From an optimization exercise on the open Yosys and OpenROAD flow, aimed at small area, a short achievable clock period and few clock cycles per item; shortcuts taken in it are not production practice.
No functional check of the RTL was part of any run shown here.
No run shown here takes its clock network from TritonCTS; it comes from the design's own scripts or RTL.
The flow treats the clock pin as an ideal source. Dropping or thinning the clock tree relies on that and would not hold on a real chip.
No activity file was given, so power comes from the tool's default toggle rates.

`flow/flow/run.sh`:
```
#!/bin/bash
# The standard layout, except in the cts step: flow/mycts.tcl, sourced there
# through ORFS's PRE_CTS_TCL hook, stands in for the clock_tree_synthesis
# command. It builds a three-level clock tree of clkbuf_16 over recursive
# bisection clusters of the flip-flops, and rebuilds the buffer tree of the
# history's advance enable the same way (flow/myfanout.tcl). Before that it
# moves each register that drives an output port next to the port's buffer
# (flow/pullout.tcl). The rest of the
# cts step (legalisation, timing repair) and all other steps are unchanged.
set -o pipefail
export PRE_CTS_TCL="$PWD/flow/mycts.tcl"
export MYCTS_LEAF=20
export MYCTS_MID=4
bash standard.sh finish > standard.log 2>&1
```
`flow/flow/mycts.tcl`:
```
# Clock tree built here in place of TritonCTS: the sinks are split recursively
# (alternating on the longer side, by count) into leaf clusters of at most
# MYCTS_LEAF sinks; each leaf cluster gets a clkbuf_16 at its centroid, each
# group of leaves at split depth MYCTS_MID a middle clkbuf_16, and each of
# the 4 groups at split depth 2 a root clkbuf_16 driven by the clock port.
# The buffer tree of the history's advance enable is rebuilt the same way.
# Before that, each register driving an output port's buffer is moved next to
# the buffer (pullout.tcl); the cts step's legalisation then places it.

proc mycts_centroid {items} {
  set sx 0; set sy 0
  foreach it $items { set sx [expr {$sx + [lindex $it 1]}]; set sy [expr {$sy + [lindex $it 2]}] }
  set n [llength $items]
  return [list [expr {$sx / $n}] [expr {$sy / $n}]]
}

# items: {name x y ...}; k: leaves wanted; returns list of {path items}
proc mycts_split {items k path} {
  if {$k <= 1} { return [list [list $path $items]] }
  set xs {}; set ys {}
  foreach it $items { lappend xs [lindex $it 1]; lappend ys [lindex $it 2] }
  set xs [lsort -integer $xs]; set ys [lsort -integer $ys]
  set ax [expr {([lindex $xs end] - [lindex $xs 0]) >= ([lindex $ys end] - [lindex $ys 0]) ? 1 : 2}]
  set items [lsort -integer -index $ax $items]
  set k1 [expr {$k / 2}]
  set k2 [expr {$k - $k1}]
  set n [llength $items]
  set n1 [expr {int(round(double($n) * $k1 / $k))}]
  set a [lrange $items 0 [expr {$n1 - 1}]]
  set b [lrange $items $n1 end]
  return [concat [mycts_split $a $k1 ${path}0] [mycts_split $b $k2 ${path}1]]
}

proc mycts_build {} {
  set block [ord::get_db_block]
  set db [ord::get_db]
  set master [$db findMaster sky130_fd_sc_hd__clkbuf_16]
  set leafmax [expr {[info exists ::env(MYCTS_LEAF)] ? $::env(MYCTS_LEAF) : 24}]
  set middepth [expr {[info exists ::env(MYCTS_MID)] ? $::env(MYCTS_MID) : 4}]
  set src [lindex [get_property [lindex [all_clocks] 0] sources] 0]
  set clknet [[$block findBTerm [get_name $src]] getNet]
  set sinks {}
  foreach it [$clknet getITerms] {
    set inst [$it getInst]
    set bb [$inst getBBox]
    lappend sinks [list $it [expr {([$bb xMin] + [$bb xMax]) / 2}] [expr {([$bb yMin] + [$bb yMax]) / 2}]]
  }
  set n [llength $sinks]
  set k [expr {($n + $leafmax - 1) / $leafmax}]
  # whole groups below the root and middle levels
  set p 1
  while {$p < $k} { set p [expr {$p * 2}] }
  set leaves [mycts_split $sinks $k ""]
  puts "mycts: $n sinks, [llength $leaves] leaf clusters"
  set nb 0
  array set kids {}
  foreach leaf $leaves {
    lassign $leaf path items
    lassign [mycts_centroid $items] x y
    set b [odb::dbInst_create $block $master "clkbuf_leaf_$path"]
    $b setLocation $x $y
    $b setPlacementStatus PLACED
    set net [odb::dbNet_create $block "clknet_leaf_$path"]
    $net setSigType CLOCK
    [$b findITerm X] connect $net
    foreach it $items {
      set iterm [lindex $it 0]
      $iterm disconnect
      $iterm connect $net
    }
    incr nb
    set up [string range $path 0 [expr {$middepth - 1}]]
    lappend kids(m$up) [list $b $x $y]
  }
  foreach key [lsort [array names kids m*]] {
    set up [string range $key 1 end]
    lassign [mycts_centroid $kids($key)] x y
    set b [odb::dbInst_create $block $master "clkbuf_mid_$up"]
    $b setLocation $x $y
    $b setPlacementStatus PLACED
    set net [odb::dbNet_create $block "clknet_mid_$up"]
    $net setSigType CLOCK
    [$b findITerm X] connect $net
    foreach c $kids($key) { [[lindex $c 0] findITerm A] connect $net }
    incr nb
    lappend kids(r[string range $up 0 1]) [list $b $x $y]
  }
  foreach key [lsort [array names kids r*]] {
    set up [string range $key 1 end]
    lassign [mycts_centroid $kids($key)] x y
    set b [odb::dbInst_create $block $master "clkbuf_root_$up"]
    $b setLocation $x $y
    $b setPlacementStatus PLACED
    set net [odb::dbNet_create $block "clknet_root_$up"]
    $net setSigType CLOCK
    [$b findITerm X] connect $net
    foreach c $kids($key) { [[lindex $c 0] findITerm A] connect $net }
    [$b findITerm A] connect $clknet
    incr nb
  }
  $clknet setSigType CLOCK
  puts "mycts: inserted $nb clock buffers"
  set_propagated_clock [all_clocks]
}

if {[info commands clock_tree_synthesis] ne ""} {
  rename clock_tree_synthesis mycts_tritoncts
}
source [file join [file dirname [info script]] myfanout.tcl]
source [file join [file dirname [info script]] pullout.tcl]

proc clock_tree_synthesis {args} {
  # Registers that drive output ports sit next to their port buffers
  pull_out_regs
  mycts_build
  # The history's advance enable reaches every history and slot register
  set pin [lindex [get_pins -hierarchical {u_enc.u_history.hist*/DE}] 0]
  if {$pin ne ""} {
    set net [[ord::get_db_block] findNet [get_full_name [get_nets -of_objects $pin]]]
    mft_rebuild $net adv 24 8 4
  }
}
```
`flow/flow/myfanout.tcl`:
```
# Rebuilds the buffer tree of a high-fanout signal net: the buffers already on
# it are removed, its sinks are split recursively into clusters, and a tree of
# buffers is built bottom-up from the cluster centroids.

proc mft_is_buf {inst} {
  return [regexp {^sky130_fd_sc_hd__(buf|clkbuf)_[0-9]+$} [[$inst getMaster] getName]]
}

proc mft_out_net {inst} {
  foreach it [$inst getITerms] {
    if {[$it isOutputSignal]} { return [$it getNet] }
  }
  return ""
}

proc mft_in_iterm {inst} {
  foreach it [$inst getITerms] {
    if {[$it isInputSignal]} { return $it }
  }
  return ""
}

# Net at the root of the buffer tree that net belongs to
proc mft_root {net} {
  while {1} {
    set drv ""
    foreach it [$net getITerms] {
      if {[$it isOutputSignal]} { set drv [$it getInst] }
    }
    if {$drv eq "" || ![mft_is_buf $drv]} { return $net }
    set net [[mft_in_iterm $drv] getNet]
  }
}

proc mft_collect {net} {
  set sinks {}
  set bufs {}
  foreach it [$net getITerms] {
    if {[$it isOutputSignal]} { continue }
    set inst [$it getInst]
    if {[mft_is_buf $inst]} {
      lappend bufs $inst
      lassign [mft_collect [mft_out_net $inst]] s b
      set sinks [concat $sinks $s]
      set bufs [concat $bufs $b]
    } else {
      lappend sinks $it
    }
  }
  return [list $sinks $bufs]
}

proc mft_rebuild {net tag leafn upn topn} {
  set block [ord::get_db_block]
  set db [ord::get_db]
  set root [mft_root $net]
  lassign [mft_collect $root] sinks bufs
  foreach b $bufs {
    set on [mft_out_net $b]
    foreach it [$b getITerms] { if {[$it getNet] ne ""} { $it disconnect } }
    odb::dbInst_destroy $b
    if {$on ne "" && $on ne $root} { odb::dbNet_destroy $on }
  }
  set items {}
  foreach it $sinks {
    if {[$it getNet] ne ""} { $it disconnect }
    set bb [[$it getInst] getBBox]
    lappend items [list $it [expr {([$bb xMin] + [$bb xMax]) / 2}] [expr {([$bb yMin] + [$bb yMax]) / 2}]]
  }
  puts "myfanout: net [$root getName]: [llength $sinks] sinks, removed [llength $bufs] buffers"
  set level 0
  set groupn $leafn
  set nb 0
  while {[llength $items] > $topn} {
    set k [expr {([llength $items] + $groupn - 1) / $groupn}]
    set next {}
    set master [$db findMaster [expr {$level == 0 ? "sky130_fd_sc_hd__buf_4" : "sky130_fd_sc_hd__buf_8"}]]
    foreach grp [mycts_split $items $k ""] {
      lassign $grp path members
      lassign [mycts_centroid $members] x y
      set name "mft_${tag}_${level}_$path"
      set b [odb::dbInst_create $block $master $name]
      $b setLocation $x $y
      $b setPlacementStatus PLACED
      set n [odb::dbNet_create $block "${name}_net"]
      [$b findITerm X] connect $n
      foreach m $members { [lindex $m 0] connect $n }
      lappend next [list [$b findITerm A] $x $y]
      incr nb
    }
    set items $next
    set groupn $upn
    incr level
  }
  foreach m $items { [lindex $m 0] connect $root }
  puts "myfanout: inserted $nb buffers in $level levels"
}
```
`flow/flow/pullout.tcl`:
```
# Moves each register that drives an output port's buffer next to that buffer.
proc pull_out_regs {} {
  set block [ord::get_db_block]
  set moved 0
  foreach bt [$block getBTerms] {
    if {[$bt getIoType] ne "OUTPUT"} { continue }
    set pnet [$bt getNet]
    if {$pnet eq "NULL" || $pnet eq ""} { continue }
    # driver of the port net: the output buffer
    set buf ""
    foreach it [$pnet getITerms] { if {[$it isOutputSignal]} { set buf [$it getInst] } }
    if {$buf eq ""} { continue }
    set a ""
    foreach it [$buf getITerms] { if {[$it isInputSignal]} { set a $it } }
    if {$a eq ""} { continue }
    set inet [$a getNet]
    set ff ""
    foreach it [$inet getITerms] { if {[$it isOutputSignal]} { set ff [$it getInst] } }
    if {$ff eq "" || ![string match "*df*" [[$ff getMaster] getName]]} { continue }
    set bb [$buf getBBox]
    $ff setLocation [$bb xMin] [$bb yMin]
    incr moved
  }
  puts "pull_out_regs: moved $moved registers"
}
```
`flow/standard.sh`:
```
#!/bin/bash
# synth_recipe.tcl (not shown) runs the flow's synth.tcl, then flattens the netlist and writes it again
# the make line also repeats each setting of config.mk as NAME=value (left out here)
make -C /OpenROAD-flow-scripts/flow DESIGN_CONFIG=/design/flow/config.mk WORK_HOME=/design/flow/orfs CLKGATE_MAP_FILE= SYNTH_SCRIPT=/design/flow/synth_recipe.tcl "${@:-finish}"
```
`flow/config.mk`:
```
export PLATFORM = sky130hd
export DESIGN_NAME = lzss_top
export DESIGN_NICKNAME = lzss_top
export VERILOG_FILES = /design/flow/design.v
export SDC_FILE = /design/flow/constraint.sdc
export NUM_CORES = 8
export LEC_CHECK = 0
export CAP_MARGIN = 40
export CORE_MARGIN = 2
export CORE_UTILIZATION = 40
export SETUP_SLACK_MARGIN = 4.5
export SLEW_MARGIN = 20
```
`flow/constraint.sdc`:
```
create_clock -name core_clock -period 7.0 [get_ports {clk}]
set_input_delay 1.4000 -clock core_clock [delete_from_list [all_inputs] [get_ports {clk}]]
set_output_delay 1.4000 -clock core_clock [all_outputs]
set_load 0.01 [all_outputs]
```
`flow/design.v`:
```
package lzss_pkg;
    localparam int WINDOW_SIZE = 256;
    localparam int MAX_MATCH   = 5;
    localparam int MIN_MATCH   = 2;
    localparam int NUM_LENGTHS = MAX_MATCH - MIN_MATCH + 1;
    localparam int COUNT_WIDTH = 12;
    localparam int NUM_SLOTS = MAX_MATCH;
    localparam int PART_LEVEL  = 6;
    localparam int PART_BLOCKS = WINDOW_SIZE >> PART_LEVEL;
    typedef struct packed {
        logic [NUM_LENGTHS-1:0][PART_BLOCKS-1:0]                 any;
        logic [NUM_LENGTHS-1:0][PART_BLOCKS-1:0][PART_LEVEL-1:0] idx;
    } match_part_t;
    typedef struct packed {
        logic       is_match;
        logic [7:0] field;
        logic [1:0] len_code;
    } codeword_t;
endpackage
`timescale 1ns/1ps
module lookahead_buffer (
    input  logic        clk,
    input  logic        reset,
    output logic        in_ready,
    input  logic        room_next
);
    always_ff @(posedge clk or posedge reset) begin
        if (reset) begin
            in_ready <= 1'b1;
        end else begin
            in_ready <= room_next;
        end
    end
endmodule
`timescale 1ns/1ps
module history_window (
    input  logic                    clk,
    input  logic                    reset,
    input  logic                    adv,
    input  logic                    last_byte,
    input  logic [7:0]              new_byte,
    output logic [lzss_pkg::NUM_SLOTS-1:0][lzss_pkg::WINDOW_SIZE-1:0] slots,
    output logic [7:0]              lit_byte
);
    localparam int W  = lzss_pkg::WINDOW_SIZE;
    localparam int NS = lzss_pkg::NUM_SLOTS;
    logic [7:0]   hist [W];
    logic [7:0]   fill;
    logic         full;
    logic [W-1:0] older;
    logic [W-1:0] e_new;
    logic [15:0]  hi_gt, hi_eq, lo_gt;
    always_ff @(posedge clk) begin
        if (adv) begin
            hist[0] <= new_byte;
            for (int i = 1; i < W; i++) begin
                hist[i] <= hist[i-1];
            end
        end
    end
    always_ff @(posedge clk or posedge reset) begin
        if (reset) begin
            fill <= '0;
            full <= 1'b0;
        end else if (adv && last_byte) begin
            fill <= '0;
            full <= 1'b0;
        end else if (adv && !full) begin
            fill <= fill + 1'b1;
            if (fill == 8'd255) begin
                full <= 1'b1;
            end
        end
    end
    always_comb begin
        for (int v = 0; v < 16; v++) begin
            hi_gt[v] = (fill[7:4] > 4'(v));
            hi_eq[v] = (fill[7:4] == 4'(v));
            lo_gt[v] = (fill[3:0] > 4'(v));
        end
        for (int j = 0; j < W; j++) begin
            older[j] = full || hi_gt[j / 16] || (hi_eq[j / 16] && lo_gt[j % 16]);
        end
    end
    always_comb begin
        e_new[0] = 1'b0;
        for (int j = 1; j < W; j++) begin
            e_new[j] = (new_byte == hist[j]) && older[j];
        end
    end
    always_ff @(posedge clk) begin
        if (adv) begin
            slots[0] <= e_new;
            for (int k = 1; k < NS; k++) begin
                slots[k] <= slots[k-1];
            end
        end
    end
    assign lit_byte = hist[NS - 1];
endmodule
`timescale 1ns/1ps
module match_select (
    input  logic [lzss_pkg::NUM_SLOTS-1:0][lzss_pkg::WINDOW_SIZE-1:0] slots,
    output lzss_pkg::match_part_t    part
);
    localparam int W  = lzss_pkg::WINDOW_SIZE;
    localparam int NS = lzss_pkg::NUM_SLOTS;
    localparam int NL = lzss_pkg::NUM_LENGTHS;
    localparam int PL = lzss_pkg::PART_LEVEL;
    logic [W-1:0]          run [lzss_pkg::MAX_MATCH];
    logic [NL-1:0][W-1:0]  by_off;
    always_comb begin
        run[0] = slots[NS-1];
        for (int k = 1; k < lzss_pkg::MAX_MATCH; k++) begin
            run[k] = run[k-1] & slots[NS-1-k];
        end
    end
    always_comb begin
        for (int l = 0; l < NL; l++) begin
            by_off[l] = '0;
            for (int d = 0; d + l + 1 < W; d++) begin
                by_off[l][d] = run[l + 1][d + l + 1];
            end
        end
    end
    genvar g;
    generate
        for (g = 0; g < NL; g++) begin : g_pe
            lowest_set #(.LO(0), .HI(PL)) u_low (
                .any_i (by_off[g]),
                .idx_i ('0),
                .any_o (part.any[g]),
                .idx_o (part.idx[g])
            );
        end
    endgenerate
endmodule
module lowest_set #(
    parameter int LO = 0,
    parameter int HI = 8
) (
    input  logic [(256>>LO)-1:0]               any_i,
    input  logic [(256>>LO)-1:0][LO > 0 ? LO-1 : 0:0] idx_i,
    output logic [(256>>HI)-1:0]               any_o,
    output logic [(256>>HI)-1:0][HI-1:0]       idx_o
);
    logic [255:0]      a [9];
    logic [255:0][7:0] x [9];
    always_comb begin
        for (int s = 0; s <= 8; s++) begin
            for (int i = 0; i < 256; i++) begin
                a[s][i] = 1'b0;
                x[s][i] = '0;
            end
        end
        for (int i = 0; i < (256 >> LO); i++) begin
            a[LO][i] = any_i[i];
            x[LO][i] = (LO > 0) ? 8'(idx_i[i]) : 8'd0;
        end
        for (int s = LO + 1; s <= HI; s++) begin
            for (int i = 0; i < (256 >> s); i++) begin
                a[s][i] = a[s-1][2*i] | a[s-1][2*i+1];
                x[s][i] = x[s-1][2*i];
                if (!a[s-1][2*i]) begin
                    x[s][i] = x[s-1][2*i+1];
                    x[s][i][s-1] = 1'b1;
                end
            end
        end
        for (int i = 0; i < (256 >> HI); i++) begin
            any_o[i] = a[HI][i];
            idx_o[i] = x[HI][i][HI-1:0];
        end
    end
endmodule
module match_finish (
    input  lzss_pkg::match_part_t    part,
    input  logic [7:0]               lit_byte,
    output lzss_pkg::codeword_t      cand,
    output logic [2:0]               cand_len
);
    localparam int NL = lzss_pkg::NUM_LENGTHS;
    localparam int PL = lzss_pkg::PART_LEVEL;
    logic [NL-1:0]        hit;
    logic [NL-1:0]        top_any;
    logic [NL-1:0][7:0]   off;
    always_comb begin
        for (int l = 0; l < NL; l++) begin
            hit[l] = |part.any[l];
        end
    end
    genvar g;
    generate
        for (g = 0; g < NL; g++) begin : g_top
            lowest_set #(.LO(PL), .HI(8)) u_top (
                .any_i (part.any[g]),
                .idx_i (part.idx[g]),
                .any_o (top_any[g]),
                .idx_o (off[g])
            );
        end
    endgenerate
    always_comb begin
        cand.is_match = hit[0];
        cand.field    = hit[3] ? off[3] :
                        hit[2] ? off[2] :
                        hit[1] ? off[1] :
                        hit[0] ? off[0] : lit_byte;
        cand.len_code = hit[3] ? 2'd3 :
                        hit[2] ? 2'd2 :
                        hit[1] ? 2'd1 : 2'd0;
        cand_len      = hit[3] ? 3'd5 :
                        hit[2] ? 3'd4 :
                        hit[1] ? 3'd3 :
                        hit[0] ? 3'd2 : 3'd1;
    end
endmodule
`timescale 1ns/1ps
module encode_control (
    input  logic                                clk,
    input  logic                                reset,
    input  logic                                in_valid,
    input  logic                                in_last,
    output logic                                adv,
    output logic                                room_next,
    output logic                                last_byte,
    input  lzss_pkg::match_part_t               part,
    input  logic [7:0]                          lit_byte,
    output logic                                out_valid,
    input  logic                                out_ready,
    output lzss_pkg::codeword_t                 out_codeword,
    output logic [lzss_pkg::COUNT_WIDTH-1:0]    enc_num,
    output logic                                finish
);
    localparam int NS = lzss_pkg::NUM_SLOTS;
    logic           seen_last;
    logic [2:0]     pad_cnt;
    logic           flushing;
    logic [NS-1:0]  slot_real;
    logic signed [3:0] uncov;
    logic signed [3:0] uncov_next;
    logic              done_next;
    logic                   r_valid;
    lzss_pkg::match_part_t  r_part;
    logic [7:0]             r_lit;
    lzss_pkg::codeword_t    r_cw;
    logic [2:0]             r_len;
    logic [2:0]             skip;
    logic [2:0]             skip_next;
    logic                   skip_nz;
    logic                   push;
    logic                   room;
    logic                   take;
    logic [3:0]             r_hit;
    logic [1:0]           ocount;
    lzss_pkg::codeword_t  o0_in;
    logic                 o0_load;
    logic [1:0]           ocount_next;
    lzss_pkg::codeword_t  o1;
    lzss_pkg::codeword_t  o2;
    logic                 pop;
    match_finish u_finish (
        .part     (r_part),
        .lit_byte (r_lit),
        .cand     (r_cw),
        .cand_len (r_len)
    );
    assign last_byte = take && in_last;
    always_comb begin
        for (int l = 0; l < 4; l++) begin
            r_hit[l] = |r_part.any[l];
        end
    end
    assign push = r_valid && !skip_nz;
    assign room = (ocount == 2'd0) || (ocount == 2'd1) || (ocount == 2'd2 && !push);
    assign take = in_valid && room;
    assign adv  = (in_valid || flushing) && room;
    logic push_next;
    assign push_next = adv && slot_real[NS-1] && (skip_next == 3'd0);
    assign room_next = (ocount_next == 2'd0) || (ocount_next == 2'd1) ||
                       (ocount_next == 2'd2 && !push_next);
    assign pop         = out_valid && out_ready;
    assign o0_load     = pop || (ocount == 2'd0);
    assign o0_in       = (ocount == 2'd0 || (ocount == 2'd1 && push)) ? r_cw : o1;
    assign ocount_next = ocount + 2'(push) - 2'(pop);
    always_comb begin
        skip_next = skip;
        if (r_valid) begin
            if (skip_nz) begin
                skip_next = skip - 1'b1;
            end else begin
                skip_next = r_hit[3] ? 3'd4 :
                            r_hit[2] ? 3'd3 :
                            r_hit[1] ? 3'd2 :
                            r_hit[0] ? 3'd1 : 3'd0;
            end
        end
    end
    logic signed [3:0] u_minus [6];
    logic signed [3:0] u_plus1;
    logic              in_pos;
    assign in_pos = take;
    always_comb begin
        for (int k = 0; k < 6; k++) begin
            u_minus[k] = uncov - 4'(k);
        end
        u_plus1 = uncov + 4'sd1;
        if (!push) begin
            uncov_next = in_pos ? u_plus1 : uncov;
            done_next  = in_pos ? (uncov <= -4'sd1) : (uncov <= 4'sd0);
        end else if (in_pos) begin
            uncov_next = r_hit[3] ? u_minus[4] :
                         r_hit[2] ? u_minus[3] :
                         r_hit[1] ? u_minus[2] :
                         r_hit[0] ? u_minus[1] : u_minus[0];
            done_next  = r_hit[3] ? (uncov <= 4'sd4) :
                         r_hit[2] ? (uncov <= 4'sd3) :
                         r_hit[1] ? (uncov <= 4'sd2) :
                         r_hit[0] ? (uncov <= 4'sd1) : (uncov <= 4'sd0);
        end else begin
            uncov_next = r_hit[3] ? u_minus[5] :
                         r_hit[2] ? u_minus[4] :
                         r_hit[1] ? u_minus[3] :
                         r_hit[0] ? u_minus[2] : u_minus[1];
            done_next  = r_hit[3] ? (uncov <= 4'sd5) :
                         r_hit[2] ? (uncov <= 4'sd4) :
                         r_hit[1] ? (uncov <= 4'sd3) :
                         r_hit[0] ? (uncov <= 4'sd2) : (uncov <= 4'sd1);
        end
    end
    always_ff @(posedge clk or posedge reset) begin
        if (reset) begin
            seen_last <= 1'b0;
            flushing  <= 1'b0;
            pad_cnt   <= '0;
            slot_real <= '0;
            uncov     <= '0;
            r_valid   <= 1'b0;
            skip      <= '0;
            skip_nz   <= 1'b0;
            ocount    <= '0;
            out_valid <= 1'b0;
            enc_num   <= '0;
            finish    <= 1'b0;
        end else begin
            r_valid <= adv && slot_real[NS-1];
            if (adv) begin
                slot_real <= {slot_real[NS-2:0], take};
                if (take && in_last) begin
                    seen_last <= 1'b1;
                    flushing  <= 1'b1;
                end
                if (flushing) begin
                    pad_cnt <= pad_cnt + 1'b1;
                    if (pad_cnt == 3'(NS - 1)) begin
                        flushing <= 1'b0;
                    end
                end
            end
            uncov     <= uncov_next;
            skip      <= skip_next;
            skip_nz   <= (skip_next != 3'd0);
            ocount    <= ocount_next;
            out_valid <= (ocount_next != 2'd0);
            if (pop) begin
                enc_num <= enc_num + 1'b1;
            end
            if (seen_last && done_next && ocount_next == 2'd0) begin
                finish <= 1'b1;
            end
        end
    end
    always_ff @(posedge clk) begin
        r_part <= part;
        r_lit  <= lit_byte;
        if (o0_load) begin
            out_codeword <= o0_in;
        end
        if ((pop && ocount == 2'd2 && push) || (!pop && ocount == 2'd1 && push)) begin
            o1 <= r_cw;
        end else if (pop && ocount == 2'd3) begin
            o1 <= o2;
        end
        if ((pop && ocount == 2'd3 && push) || (!pop && ocount == 2'd2 && push)) begin
            o2 <= r_cw;
        end
    end
endmodule
`timescale 1ns/1ps
module lzss_encoder (
    input  logic                                clk,
    input  logic                                reset,
    input  logic                                in_valid,
    input  logic [7:0]                          in_data,
    input  logic                                in_last,
    output logic                                in_ready,
    output logic                                out_valid,
    input  logic                                out_ready,
    output lzss_pkg::codeword_t                 out_codeword,
    output logic [lzss_pkg::COUNT_WIDTH-1:0]    enc_num,
    output logic                                finish
);
    logic                 room_next;
    logic                 adv;
    logic                 last_byte;
    logic [lzss_pkg::NUM_SLOTS-1:0][lzss_pkg::WINDOW_SIZE-1:0] slots;
    logic [7:0]           lit_byte;
    lzss_pkg::match_part_t part;
    lookahead_buffer u_lookahead (
        .clk        (clk),
        .reset      (reset),
        .in_ready   (in_ready),
        .room_next  (room_next)
    );
    history_window u_history (
        .clk       (clk),
        .reset     (reset),
        .adv       (adv),
        .last_byte (last_byte),
        .new_byte  (in_data),
        .slots     (slots),
        .lit_byte  (lit_byte)
    );
    match_select u_select (
        .slots    (slots),
        .part     (part)
    );
    encode_control u_control (
        .clk          (clk),
        .reset        (reset),
        .in_valid     (in_valid),
        .in_last      (in_last),
        .adv          (adv),
        .room_next    (room_next),
        .last_byte    (last_byte),
        .part         (part),
        .lit_byte     (lit_byte),
        .out_valid    (out_valid),
        .out_ready    (out_ready),
        .out_codeword (out_codeword),
        .enc_num      (enc_num),
        .finish       (finish)
    );
endmodule
`timescale 1ns/1ps
module lzss_top (
    input  logic        clk,
    input  logic        reset,
    input  logic        in_valid,
    input  logic [7:0]  in_data,
    input  logic        in_last,
    output logic        in_ready,
    output logic        out_valid,
    input  logic        out_ready,
    output logic        out_is_match,
    output logic [7:0]  out_field,
    output logic [1:0]  out_len_code,
    output logic [11:0] enc_num,
    output logic        finish
);
    lzss_pkg::codeword_t  out_codeword;
    lzss_encoder u_enc (
        .clk          (clk),
        .reset        (reset),
        .in_valid     (in_valid),
        .in_data      (in_data),
        .in_last      (in_last),
        .in_ready     (in_ready),
        .out_valid    (out_valid),
        .out_ready    (out_ready),
        .out_codeword (out_codeword),
        .enc_num      (enc_num),
        .finish       (finish)
    );
    assign out_is_match = out_codeword.is_match;
    assign out_field    = out_codeword.field;
    assign out_len_code = out_codeword.len_code;
endmodule
```
==> results.cfg, run 1 <==
[synth]
syn_avg_cell_area_um2 = 14.7
synthCells = 10100
async_flop_share = 0.0128
synth_enable_flop_cells = 3356
ys_ff_latch = 3521
synth_nets = 10100
synth-seq-area-share = 0.706
synth_area_mm2 = 0.148
yosysWarnings = 15
synth_top_flop_cell = edfxtp_1
synth_cell_types = 103

[run_status]
status = complete, no violations

[setup_path]
r2r_end = u_enc.u_control.r_part[90]
crit_start = u_enc.u_lookahead.in_ready
critPathMaxStageDelay_ns = 0.53
critical_path.max_fanout = 1
crit_family = flip-flops
arrival_ns = 1.26
crit_end = in_ready
crit_cells = 1
end_kind = output port
reg2reg_depth = 8
cp_cell_sequence = buf_6
slowest_stage = dfstp_2
r2r_start = u_enc.u_history.slots[1000]
critPathRequiredTime_ns = 5.60
path_buf_inv = 1
crit_path_start_kind = flip-flop
ff2ff_setup_slack_ns = 4.36
crit_type = reg2out

[finish]
fill_cells = 32000
final_common_cell = edfxtp_1
seq_area_mm2 = 0.104
syn_to_final_growth_pct = 14.0
final_cell_mix = edfxtp_1, xnor2_1, nand2_1
fin_cells = 15500
multi_input_area_mm2 = 0.0447
nNetsFinal = 10700
drive_above_1_share = 0.136

[floorplan]
io-pin-count = 39
dieArea_mm2 = 0.374
num_rows = 223
start_util = 0.401
core-area_mm2 = 0.368
die_h_um = 612
die_w_um = 612

[placement]
port_buffers = 38
gp_congestion = 0.941
dp_hpwl_um = 273000
dp_cells = 14800

[routing]
wl_per_cell_um = 28.4
dr.pass1.iters = 6
first_iter_violations = 12200
drtAntennaViolNets = 0
drt_wl_total_um = 440000
route.vias.total = 91000
via_per_inst = 5.88
drc = 0

[timing]
relSlewSlack = 0.420
fin_skew_ns = 0.0341
slew_viol_final = 0
timing.fmax_mhz = 375
rsz0062_at_grt = yes
hold_viol = 0
tns_ns = 0
min_period_ns = 2.66
fin_crit_sh = 0.381
worst_pin_slew_ns = 0.867
final-setup-viol-count = 0

[grt]
grt_pass1_vias = 87100
gr-total-overflow = 0
grt_max_degree = 60
grt_pass1_wl_um = 614000
track_usage = 0.222
antenna_found_initial = 32

[pwr]
ir_drop_uv = 223
power.leakage_uw = 0.0526
cellPowerDensity_mw_per_mm2 = 438

[clocking]
clk_latency_ns = 0.67
path_clk_slew_ns = 0.08

[worst_hold_path]
min_path_type = reg2reg

[job]
max-cap-violations = 0
[routing by layer]
layer,global-route usage,vias up,share of wire
met5,0,-,0.00016
li1,-,39300,-
met3,0.0342,705,0.086
met2,0.345,4114,0.45
met1,0.316,46800,0.42
met4,0.0766,12,0.042
[sequential cells by signal, indices dropped and copies added, names as in the netlist]
signal,cells
u_enc.u_history.hist,2048
u_enc.u_history.slots,1275
u_enc.u_control.r_part,112
u_enc.u_control.enc_num,12
u_enc.u_control.o1,11
u_enc.u_control.o2,11
u_enc.u_control.out_codeword,11
u_enc.u_control.r_lit,8
u_enc.u_history.fill,8
u_enc.u_control.slot_real,5
u_enc.u_control.uncov,4
u_enc.u_control.pad_cnt,3
u_enc.u_control.skip,3
u_enc.u_control.ocount,2
u_enc.u_control.finish,1
u_enc.u_control.flushing,1
u_enc.u_control.out_valid,1
u_enc.u_control.r_valid,1
u_enc.u_control.seen_last,1
u_enc.u_control.skip_nz,1
u_enc.u_history.full,1
u_enc.u_lookahead.in_ready,1
[power by group]
group,internal [uW],switching (uW)
logic,8460,15800
registers,32900,5180
clock network,5000,6450
total,46400,27400
[worst min-delay path by stage]
stage / from / endpoint / slack (ns) / cells after the start
6_report: u_enc.u_history.hist[0][7] / u_enc.u_history.hist[1][7] / 0.42 / 0
5_1_grt: u_enc.u_history.slots[513] / u_enc.u_history.slots[769] / 0.43 / 0
4_1_cts: u_enc.u_history.hist[0][4] / u_enc.u_history.hist[1][4] / 0.42 / 0
3_5_place_dp: u_enc.u_history.hist[0][4] / u_enc.u_history.hist[1][4] / 0.41 / 0
3_3_place_gp: u_enc.u_history.hist[0][7] / u_enc.u_history.hist[1][7] / 0.40 / 0
2_1_floorplan: u_enc.u_history.hist[4][0] / u_enc.u_control.r_lit[0] / 0.39 / 0
[cells in the mapped netlist, types with 41 or more instances]
cell type  number  area share
nand2b_1       41      0.0017
xor2_1        151      0.0089
dfxtp_1       120       0.016
dfrtp_1        44      0.0074
edfxtp_1     3356        0.68
o211ai_1       55      0.0028
xnor2_1      1913        0.11
clkbuf_1      173      0.0044
nor2_1        228      0.0058
o21ai_0       202      0.0068
nor4_1         69      0.0029
a221oi_1       55      0.0033
nor3_1        281      0.0095
nand3_1       342       0.012
a22oi_1        98      0.0050
and4_1        143      0.0085
and3_1        171      0.0072
and2_1         55      0.0023
nand4_1       581       0.025
nand2_1       598       0.015
a21oi_1       439       0.015
a31oi_1        65      0.0028
a211oi_1       46      0.0023
nor2b_1        42      0.0018
buf_1         137      0.0035
inv_1          98      0.0025
[worst reg2reg max path: stages (launching register included)]
cell and delay, ns:
edfxtp_1 0.45, buf_4 0.18, and4_1 0.18, a22oi_2 0.21, o211ai_1 0.26, or2_4 0.35, nand2b_1 0.20, o31ai_1 0.28
o211ai_1 0.30
[timing repair]
item / 4_1_cts / 5_1_grt
setup buffers: 153 / 167
hold endpoints to repair: 0 / 0
hold buffers: 0 / 0
gates resized for setup: 665 / 392
pin swaps: 94 / 104
cloned: 29 / 14
endpoints found under the setup margin: 3754 / 3001
[cell families (layout without fill, tap and decap cells)]
family,count (synthesis),after routing,synth area share
flops,3521,3521,0.706
simple gates,2672,2672,0.0977
xor+xnor,2064,2064,0.122
compound gates,1337,1337,0.0594
buf+inv,442,989,0.0116
fa+ha+maj,24,24,0.00203
mux,19,19,0.00133
other cells,0,9,0
[stage by stage]
step                      worst slack [ns]  instance area [um2]  power (uW)  utilization  hold slack [ns]
after floorplan                     -45.31               148000       32300            -            0.386
after global placement                2.22               155000       56600        0.420            0.401
after detailed placement              2.14               155000       57200        0.421            0.406
after CTS                             4.29               165000       71700        0.449            0.421
after global routing                  4.29               168000       76500        0.457            0.434
final                                 4.34               169000       73800        0.458            0.422
[cell type report]
cell class / instances / area share
repair buffers: 530 / 0.0355
diodes: 9 / 0.000134
inverters: 102 / 0.00249
well taps: 4837 / 0.0359
flip-flops and latches: 3521 / 0.619
plain buffers: 357 / 0.0418
multi-input cells: 6116 / 0.265
==> run 2, diff against run 1 <==
--- a/flow/config.mk
+++ b/flow/config.mk
@@ -8,5 +8,5 @@
 export CAP_MARGIN = 40
 export CORE_MARGIN = 2
 export CORE_UTILIZATION = 40
-export SETUP_SLACK_MARGIN = 4.5
+export SETUP_SLACK_MARGIN = 4.4
 export SLEW_MARGIN = 20
==> run 2 against run 1 <==
First-iteration DRC count down 6.8%. Die area unchanged. Routed wire length decreased by 2.5%. Cell count fell by 0.87%. Combinational power decreased by 4%. Sequential share of layout area increased by 0.88 points. Area after synthesis stayed put. Sequential cell count unchanged. Total power down 1.4%. Register-to-register slack worse by 0.03 ns. Global-route usage fell by 0.34 points. Via count down 1.2%. Highest routed layer unchanged.
==> results.cfg, run 2 <==
[finish]
regMostFlops = u_enc.u_history.hist
final_common_cell = edfxtp_1
fin_util = 0.451
syn_to_final_growth_pct = 12.4
fin_cells = 15300
largestRegisters = u_enc.u_history.hist: 2048 flops, u_enc.u_history.slots: 1275 flops, u_enc.u_control.r_part: 112 flops
nNetsFinal = 10500
largest_reg_flops = 2048
drive_above_1_share = 0.113
fill_cells = 32300
final_cell_mix = edfxtp_1, xnor2_1, nand2_1

[setup_path]
crit_path_start_kind = flip-flop
r2r_start = u_enc.u_history.slots[723]
slowest_stage = edfxtp_1
end_kind = flip-flop
crit_type = reg2reg
crit_family = compound AO/OA/AOI/OAI gates
critical_path.max_fanout = 4
critPathMaxStageDelay_ns = 0.43
arrival_ns = 3.07
path_buf_inv = 0
cp_cell_sequence = and3_1 > and2_2 > a21oi_2 > nand2b_2 > nor2_4 > a2111oi_2 > a31oi_1 > o211ai_1
critPathRequiredTime_ns = 7.40
ff2ff_setup_slack_ns = 4.33
reg2reg_depth = 8
r2r_end = u_enc.u_control.r_part[90]

[synth]
syn_avg_cell_area_um2 = 14.7
yosysWarnings = 15
synth_compound_area_frac = 0.0594
synthCells = 10100
synth_area_mm2 = 0.148
synth_area_leader_cell = edfxtp_1
synth_enable_flop_cells = 3356
async_flop_share = 0.0128
synth_top_flop_cell = edfxtp_1
synthTopCellsByCount = edfxtp_1, xnor2_1, nand2_1
yosysMostFrequentCell = edfxtp_1
synth_top_family_by_area = XOR/XNOR gates
synth_cell_types = 103
ys_ff_latch = 3521
muxShareOfSynthArea = 0.00133
synthDominantCellAreaShare = 0.682
synthXorXnorAreaFrac = 0.122
synth-seq-area-share = 0.706
synth-adder-area-share = 0.00203
synth_nets = 10100
synthSimpleGateAreaFrac = 0.0977
synth.area.top_cells = edfxtp_1, xnor2_1, nand4_1, dfxtp_1, nand2_1

[floorplan]
io-pin-count = 39
dieArea_mm2 = 0.374
die_w_um = 612
core-area_mm2 = 0.368
die_h_um = 612
start_util = 0.401
num_rows = 223

[timing]
rsz0062_at_grt = yes
relSlewSlack = 0.403
final-setup-viol-count = 0
worst_pin_slew_ns = 0.891
slew_viol_final = 0
fin_crit_sh = 0.381
fin_skew_ns = 0.0366
min_period_ns = 2.67
timing.fmax_mhz = 375
hold_viol = 0
tns_ns = 0

[routing]
drtAntennaViolNets = 0
via_per_inst = 5.86
dr.pass1.iters = 9
route.vias.total = 89900
drc = 0
drt_wl_total_um = 429000
first_iter_violations = 11300
wl_per_cell_um = 28.0

[pwr]
ir_drop_uv = 211
power.leakage_uw = 0.0514
cellPowerDensity_mw_per_mm2 = 438
report.power.total_uw = 72800

[grt]
grt_max_degree = 60
track_usage = 0.218
grt_pass1_vias = 86400
gr-total-overflow = 0
antenna_found_initial = 31
grt_pass1_wl_um = 607000

[placement]
gp_congestion = 0.941
port_buffers = 38
dp_hpwl_um = 273000
dp_cells = 14800

[run_status]
status = complete, no violations

[worst_hold_path]
hold_depth = 0
min_to = u_enc.u_history.hist[1][7]
min_path_type = reg2reg
min-delay-start = u_enc.u_history.hist[0][7]

[clocking]
path_clk_slew_ns = 0.09
holdBufCountCts = 0
clk_latency_ns = 0.67

[job]
max-cap-violations = 0
## run 2: how the worst max path moves through the flow
stage,depth (start not counted),to,from
after detailed placement,5,u_enc.u_history.slots[765],in_valid
final,8,u_enc.u_control.r_part[90],u_enc.u_history.slots[723]
after global routing,8,u_enc.u_control.r_part[78],u_enc.u_history.slots[324]
after floorplan,2,u_enc.u_history.hist[0][0],in_valid
after global placement,5,u_enc.u_history.slots[1275],in_valid
after CTS,8,u_enc.u_control.r_part[84],u_enc.u_history.slots[1204]
## run 2: layout make-up
cell class	instances	area, um2	share of cell area
well taps	4837	6050	0.0364
multi-input cells	6116	43900	0.264
flip-flops and latches	3521	104000	0.628
inverters	102	419	0.00252
diodes	14	35.0	0.000211
repair buffers	391	4390	0.0264
plain buffers	357	7070	0.0425
## run 2: through the flow
step / worst slack [ns] / hold WS (ns) / cell area, um2
floorplan: -45.31 / 0.386 / 148000
global placement: 2.22 / 0.401 / 155000
detailed placement: 2.14 / 0.406 / 155000
CTS: 4.24 / 0.421 / 164000
global route: 4.26 / 0.435 / 166000
finish: 4.33 / 0.421 / 166000
## run 2: cells by family (layout without fill, tap and decap cells)
kind of cell	Yosys count	in the layout
DFF	3521	3521
muxes	19	19
other	0	14
adders and majority gates	24	24
AOI/OAI and AO/OA	1337	1337
and+or+nand+nor	2672	2672
xor gates and xnor gates	2064	2064
buffers and inverters	442	850
## run 2: timing repair
item                        CTS  global route
hold endpoints to repair      0             0
cloned                       17             9
setup buffers                92           106
setup endpoints to repair  3724          3468
pin swaps                    62            68
resized for setup           582           262
## run 2: layer usage
layer	part of all wire	GRT usage	vias to the layer above
met1	0.43	0.313	46300
met2	0.45	0.341	3843
li1	-	-	39100
met5	0.00011	0	-
met4	0.039	0.0681	8
met3	0.081	0.0335	646
## run 2: power by group
part / leakage (uW) / switching (uW) / internal (uW)
clock network: 0.00243 / 6430 / 5000
logic: 0.0181 / 15400 / 7860
registers: 0.0309 / 5190 / 32900
==> run 3, diff against run 2 <==
--- a/flow/flow/run.sh
+++ b/flow/flow/run.sh
@@ -10,5 +10,5 @@
 set -o pipefail
 export PRE_CTS_TCL="$PWD/flow/mycts.tcl"
 export MYCTS_LEAF=20
-export MYCTS_MID=4
+export MYCTS_MID=5
 bash standard.sh finish > standard.log 2>&1
==> run 3 against run 2 <==
Synthesized cell count unchanged. Area after synthesis unchanged. Global-route usage about the same. Routed wire length up 0.16%. Critical path type unchanged. Largest cell class unchanged. Largest power group unchanged.
==> results.cfg, run 3 <==
[run_status]
status = complete, no violations

[placement]
gp_congestion = 0.941
dp_hpwl_um = 273000
placed_area_mm2 = 0.155
port_buffers = 38
place_ws_ns = 2.14

[synth]
synth_top_flop_cell = edfxtp_1
synthCells = 10100
synth_cell_types = 103
synthTopCellsByCount = edfxtp_1, xnor2_1, nand2_1
syn_avg_cell_area_um2 = 14.7
synth-seq-area-share = 0.706
synth_area_leader_cell = edfxtp_1
synthDominantCellAreaShare = 0.682
synth_area_mm2 = 0.148
ys_ff_latch = 3521
yosysWarnings = 15
synth.area.top_cells = edfxtp_1, xnor2_1, nand4_1, dfxtp_1, nand2_1
synth_enable_flop_cells = 3356
async_flop_share = 0.0128
synth_nets = 10100
yosysMostFrequentCell = edfxtp_1

[floorplan]
io-pin-count = 39
num_rows = 223
die_w_um = 612
dieArea_mm2 = 0.374
die_h_um = 612
core-area_mm2 = 0.368
start_util = 0.401

[pwr]
report.power.total_uw = 73000
combPwrFrac = 0.315
switchingPower_uw = 27000
pwr-share-clk = 0.164
ir_drop_uv = 212
p_sw_frac = 0.369
p_int_uw = 46100
power.leakage_uw = 0.0516
p_seq_frac = 0.522
cellPowerDensity_mw_per_mm2 = 439

[finish]
regMostFlops = u_enc.u_history.hist
fin_util = 0.452
final_cell_mix = edfxtp_1, xnor2_1, nand2_1
drive_above_1_share = 0.116
nNetsFinal = 10600
final_common_cell = edfxtp_1
largest_reg_flops = 2048
syn_to_final_growth_pct = 12.6
stdcell_area_mm2 = 0.167
largestRegisters = u_enc.u_history.hist: 2048 flops, u_enc.u_history.slots: 1275 flops, u_enc.u_control.r_part: 112 flops

[grt]
gr-total-overflow = 0
track_usage = 0.218
antenna_found_initial = 30
grt_pass1_wl_um = 606000
grt_pass1_vias = 86500
grt_max_degree = 60

[timing]
min_period_ns = 2.72
hold_viol = 0
worst_pin_slew_ns = 0.889
slew_viol_final = 0
fin_skew_ns = 0.0527
postLayoutSetupSlackWorst_ns = 4.28
final-setup-viol-count = 0
timing.fmax_mhz = 367
rsz0062_at_grt = yes
fin_crit_sh = 0.389
relSlewSlack = 0.404
tns_ns = 0

[routing]
drt_wl_total_um = 430000
wl_per_cell_um = 28.0
highest_layer = met5
dr.pass1.iters = 7
dr_wl_met3_um = 34800
drt-met1-wl_um = 184000
first_iter_violations = 11500
via_per_inst = 5.86
drc = 0
drtAntennaViolNets = 0
route.vias.total = 89900
dr_wl_met2_um = 194000

[setup_path]
arrival_ns = 3.04
crit_type = reg2reg
path_buf_inv = 1
critical_path.max_fanout = 5
crit_path_start_kind = flip-flop
slowest_stage = nand4_1
critPathRequiredTime_ns = 7.31
crit_family = simple AND/OR/NAND/NOR gates
end_kind = flip-flop
cp_cell_sequence = buf_4 > a22oi_1 > nand3_1 > or2_2 > or3_4 > nor2b_2 > nand4_1
critPathMaxStageDelay_ns = 0.48

[clocking]
holdBufCountCts = 0
clk_latency_ns = 0.66
path_clk_slew_ns = 0.08

[worst_hold_path]
min_path_type = reg2reg

[job]
max-cap-violations = 0
[run 3: changes by cell type in the layout (fill, tap and decap cells not counted), sizes merged]
cell / previous run / this run
bufbuf: 16 / 17
clkbuf: 208 / 225
diode: 14 / 10
buf: 521 / 527
[run 3: path summary, 6_finish.rpt]
kind / endpoint / cells past startpoint / slack, ns / startpoint
max in group asynchronous: u_enc.u_history.fill[5] / 3 / 5.20 / reset
min in group asynchronous: u_enc.u_control.pad_cnt[2] / 2 / 1.18 / reset
worst max register to register: u_enc.u_control.r_part[99] / 7 / 4.28 / u_enc.u_history.slots[966]
worst min register to register: u_enc.u_history.hist[1][7] / 0 / 0.41 / u_enc.u_history.hist[0][7]
worst min-delay path: u_enc.u_history.hist[1][7] / 0 / 0.41 / u_enc.u_history.hist[0][7]
worst max-delay path: u_enc.u_control.r_part[99] / 7 / 4.28 / u_enc.u_history.slots[966]
[run 3: kinds of logic after synthesis]
logic type	count (synthesis)	synth area share
flip-flops	3521	0.706
adder cells (fa/ha/maj)	24	0.00203
AND/OR/NAND/NOR	2672	0.0977
XOR/XNOR	2064	0.122
multiplexers	19	0.00133
buffers and inverters	442	0.0116
AO/OA/AOI/OAI	1337	0.0594
[run 3: worst register-to-register path, cell delays in order (launching register included)]
cell and delay (ns):
edfxtp_1 0.41, buf_4 0.17, a22oi_1 0.21, nand3_1 0.13
or2_2 0.35, or3_4 0.46, nor2b_2 0.19, nand4_1 0.48
[run 3: power by group through the flow]
stage	Combinational, uW	Sequential, uW	Clock [uW]
after floorplan	3520	28800	0
after global placement	18300	38300	0
after detailed placement	18800	38500	0
after CTS	21500	37900	12200
after global routing	24300	38700	12800
final	23000	38100	12000
[run 3: repair_timing]
action / 4_1_cts / 5_1_grt
resized for setup: 582 / 237
pin swaps: 66 / 79
setup buffers: 104 / 101
setup endpoints to repair: 3726 / 3469
gates cloned: 17 / 10
[run 3: final cells by class]
cell class | count | area (um2)
antenna | 10 | 25.0
inverter | 102 | 419
buffer | 373 | 7280
timing repair buffer | 399 | 4470
sequential | 3521 | 104000
multi-input combinational | 6116 | 43900
fill | 32200 | 202000
tap | 4837 | 6050
[run 3: routing by layer]
layer | global-route usage | up-vias
met5 | 0 | -
met2 | 0.340 | 3936
met4 | 0.0712 | 8
li1 | - | 39100
met1 | 0.314 | 46200
met3 | 0.0306 | 675
[run 3: metrics by stage]
step                      instances  hold WS (ns)
after floorplan               10100         0.386
after global placement        14700         0.401
after detailed placement      14800         0.406
after CTS                     15200         0.405
after global routing          15300         0.427
final                         15400         0.411
==> run 4, diff against run 3 <==
--- a/flow/flow/run.sh
+++ b/flow/flow/run.sh
@@ -10,5 +10,5 @@
 set -o pipefail
 export PRE_CTS_TCL="$PWD/flow/mycts.tcl"
 export MYCTS_LEAF=20
-export MYCTS_MID=5
+export MYCTS_MID=4
 bash standard.sh finish > standard.log 2>&1
--- a/flow/config.mk
+++ b/flow/config.mk
@@ -8,5 +8,5 @@
 export CAP_MARGIN = 40
 export CORE_MARGIN = 2
 export CORE_UTILIZATION = 40
-export SETUP_SLACK_MARGIN = 4.4
+export SETUP_SLACK_MARGIN = 4.45
 export SLEW_MARGIN = 20
==> run 4 against run 3 <==
Still clean. Critical path depth down 6. Register-to-register slack improved by 0.09 ns. Synthesized cell count did not move. Routed wire length grew 0.91%. Clock skew down 0.020 ns. Clock power is 5% lower. Largest cell class unchanged. Largest power group unchanged. Highest routed layer unchanged.
==> results.cfg, run 4 <==
[run_status]
status = complete, no violations

[setup_path]
end_kind = output port
crit_type = reg2out
critical_path.max_fanout = 1
arrival_ns = 1.26
crit_cells = 1
critPathRequiredTime_ns = 5.60
r2r_start = u_enc.u_history.fill[3]
critPathMaxStageDelay_ns = 0.53
crit_path_start_kind = flip-flop
r2r_end = u_enc.u_history.slots[123]
crit_family = flip-flops
cp_cell_sequence = buf_6
path_buf_inv = 1
reg2reg_depth = 5
slowest_stage = dfstp_2
ff2ff_setup_slack_ns = 4.37

[synth]
synth_enable_flop_cells = 3356
synth_area_mm2 = 0.148
yosysWarnings = 15
synth-seq-area-share = 0.706
ys_ff_latch = 3521
syn_avg_cell_area_um2 = 14.7
synthTopCellsByCount = edfxtp_1, xnor2_1, nand2_1
synth_top_flop_cell = edfxtp_1
synthDominantCellAreaShare = 0.682
synth_nets = 10100
async_flop_share = 0.0128
synth.area.top_cells = edfxtp_1, xnor2_1, nand4_1, dfxtp_1, nand2_1
synth_area_leader_cell = edfxtp_1
synthCells = 10100
synth_cell_types = 103
yosysMostFrequentCell = edfxtp_1

[pwr]
combPwrFrac = 0.328
p_int_uw = 46400
power.leakage_uw = 0.0521
switchingPower_uw = 27300
p_sw_frac = 0.370
cellPowerDensity_mw_per_mm2 = 440
ir_drop_uv = 214
pwr-share-clk = 0.155
p_seq_frac = 0.517

[finish]
largest_reg_flops = 2048
final_cell_mix = edfxtp_1, xnor2_1, nand2_1
fin_cells = 15400
final_common_cell = edfxtp_1
regMostFlops = u_enc.u_history.hist
nNetsFinal = 10600
drive_above_1_share = 0.125
syn_to_final_growth_pct = 13.4
fill_cells = 32100
largestRegisters = u_enc.u_history.hist: 2048 flops, u_enc.u_history.slots: 1275 flops, u_enc.u_control.r_part: 112 flops
fin_util = 0.455

[grt]
grt_pass1_vias = 86600
grt_pass1_wl_um = 611000
grt_max_degree = 60
antenna_found_initial = 28
track_usage = 0.220
gr-total-overflow = 0

[timing]
fin_skew_ns = 0.0326
rsz0062_at_grt = yes
relSlewSlack = 0.415
hold_viol = 0
min_period_ns = 2.66
tns_ns = 0
timing.fmax_mhz = 376
slew_viol_final = 0
fin_crit_sh = 0.380
final-setup-viol-count = 0
worst_pin_slew_ns = 0.873

[floorplan]
core-area_mm2 = 0.368
dieArea_mm2 = 0.374
die_w_um = 612
io-pin-count = 39
num_rows = 223
die_h_um = 612
start_util = 0.401

[worst_hold_path]
min-delay-start = u_enc.u_history.hist[0][4]
min_to = u_enc.u_history.hist[1][4]
min_path_type = reg2reg
hold_depth = 0

[clocking]
path_clk_slew_ns = 0.08
clk_latency_ns = 0.67

[job]
max-cap-violations = 0

[placement]
dp_hpwl_um = 273000
dp_cells = 14800
gp_congestion = 0.941
port_buffers = 38

[routing]
drt_wl_total_um = 434000
dr.pass1.iters = 7
wl_per_cell_um = 28.1
drc = 0
first_iter_violations = 11500
drtAntennaViolNets = 0
via_per_inst = 5.87
route.vias.total = 90400
## run 4: power by group through the flow
stage,combinational (uW),sequential (uW),clock (uW)
2_1_floorplan,3520,28800,0
4_1_cts,22300,37900,11700
5_1_grt,25500,38700,12300
3_3_place_gp,18300,38300,0
3_5_place_dp,18800,38500,0
6_report,24200,38100,11400
## run 4: how the worst max path moves through the flow
stage	endpoint	start	slack, ns
6_report	in_ready	u_enc.u_lookahead.in_ready	4.34
2_1_floorplan	u_enc.u_history.hist[0][0]	in_valid	-45.31
3_3_place_gp	u_enc.u_history.slots[1275]	in_valid	2.22
3_5_place_dp	u_enc.u_history.slots[765]	in_valid	2.14
5_1_grt	in_ready	u_enc.u_lookahead.in_ready	4.29
4_1_cts	in_ready	u_enc.u_lookahead.in_ready	4.29
## run 4: logic make-up after synthesis
group | after synthesis | share of synthesized area
multiplexers | 19 | 0.00133
buffers and inverters | 442 | 0.0116
XOR/XNOR | 2064 | 0.122
AND/OR/NAND/NOR | 2672 | 0.0977
flip-flops | 3521 | 0.706
adder cells (fa/ha/maj) | 24 | 0.00203
AO/OA/AOI/OAI | 1337 | 0.0594
## run 4: through the flow
stage / instance area (um2) / setup slack (ns) / hold slack, ns / total power [uW]
floorplan: 148000 / -45.31 / 0.386 / 32300
global placement: 155000 / 2.22 / 0.401 / 56600
detailed placement: 155000 / 2.14 / 0.406 / 57200
CTS: 165000 / 4.29 / 0.421 / 71900
global route: 168000 / 4.29 / 0.434 / 76500
finish: 168000 / 4.34 / 0.419 / 73700
## run 4: timing repair
item,CTS,global route
setup buffers,120,145
pin swaps,77,101
gates resized for setup,760,283
endpoints found under the setup margin,3734,3500
cloned,23,10
hold buffers,0,0
## run 4: layout make-up
type | instances | area [um2] | area share
sequential | 3521 | 104000 | 0.622
multi-input combinational | 6116 | 44200 | 0.264
buffer | 357 | 7440 | 0.0444
tap | 4837 | 6050 | 0.0361
timing repair buffer | 465 | 5190 | 0.0309
inverter | 102 | 419 | 0.00250
antenna | 13 | 32.5 | 0.000194
## run 4: routing by layer
| metal | vias up | part of all wire | track usage |
|---|---|---|---|
| li1 | 39200 | - | - |
| met1 | 46600 | 0.43 | 0.314 |
| met2 | 3917 | 0.45 | 0.343 |
| met3 | 664 | 0.082 | 0.0343 |
| met4 | 8 | 0.042 | 0.0744 |
| met5 | - | 0.00011 | 0 |

## afterwards: timing with drivers on the ports
No port has a modelled driver above. Below, the same layouts with a new extraction and two added sets of constraints.
Step 1, drivers: a clkbuf_16 drives clk and a buf_2 each remaining input, both assumed.
Step 2, shift: input delay + t, output delay - t, t = (earliest + latest rising clock arrival at the registers) / 2. This alone moves slack from input paths to output paths.
Slacks: ideal ports / drivers / drivers and shift; pairs: ideal ports / drivers.
run | t, ns | setup slack, ns | worst hold slack (ns) | worst setup path after step 2 | worst data-port slew with drivers (ns)
run 1 | 0.879 | 4.336 / 4.108 / 3.506 | 0.422 / 0.422 / 0.422 | input to register | 0.49
run 2 | 0.873 | 4.332 / 4.114 / 3.462 | 0.421 / 0.421 / 0.421 | input to register | 0.46
run 3 | 0.861 | 4.278 / 4.114 / 3.567 | 0.411 / 0.411 / 0.411 | input to register | 0.29
run 4 | 0.872 | 4.339 / 4.113 / 3.598 | 0.419 / 0.419 / 0.419 | input to register | 0.29
After both steps every run listed still meets setup and hold. The setup slack of run 2, which loses most, moves by -0.218 ns with the drivers and by -0.870 ns with both steps.
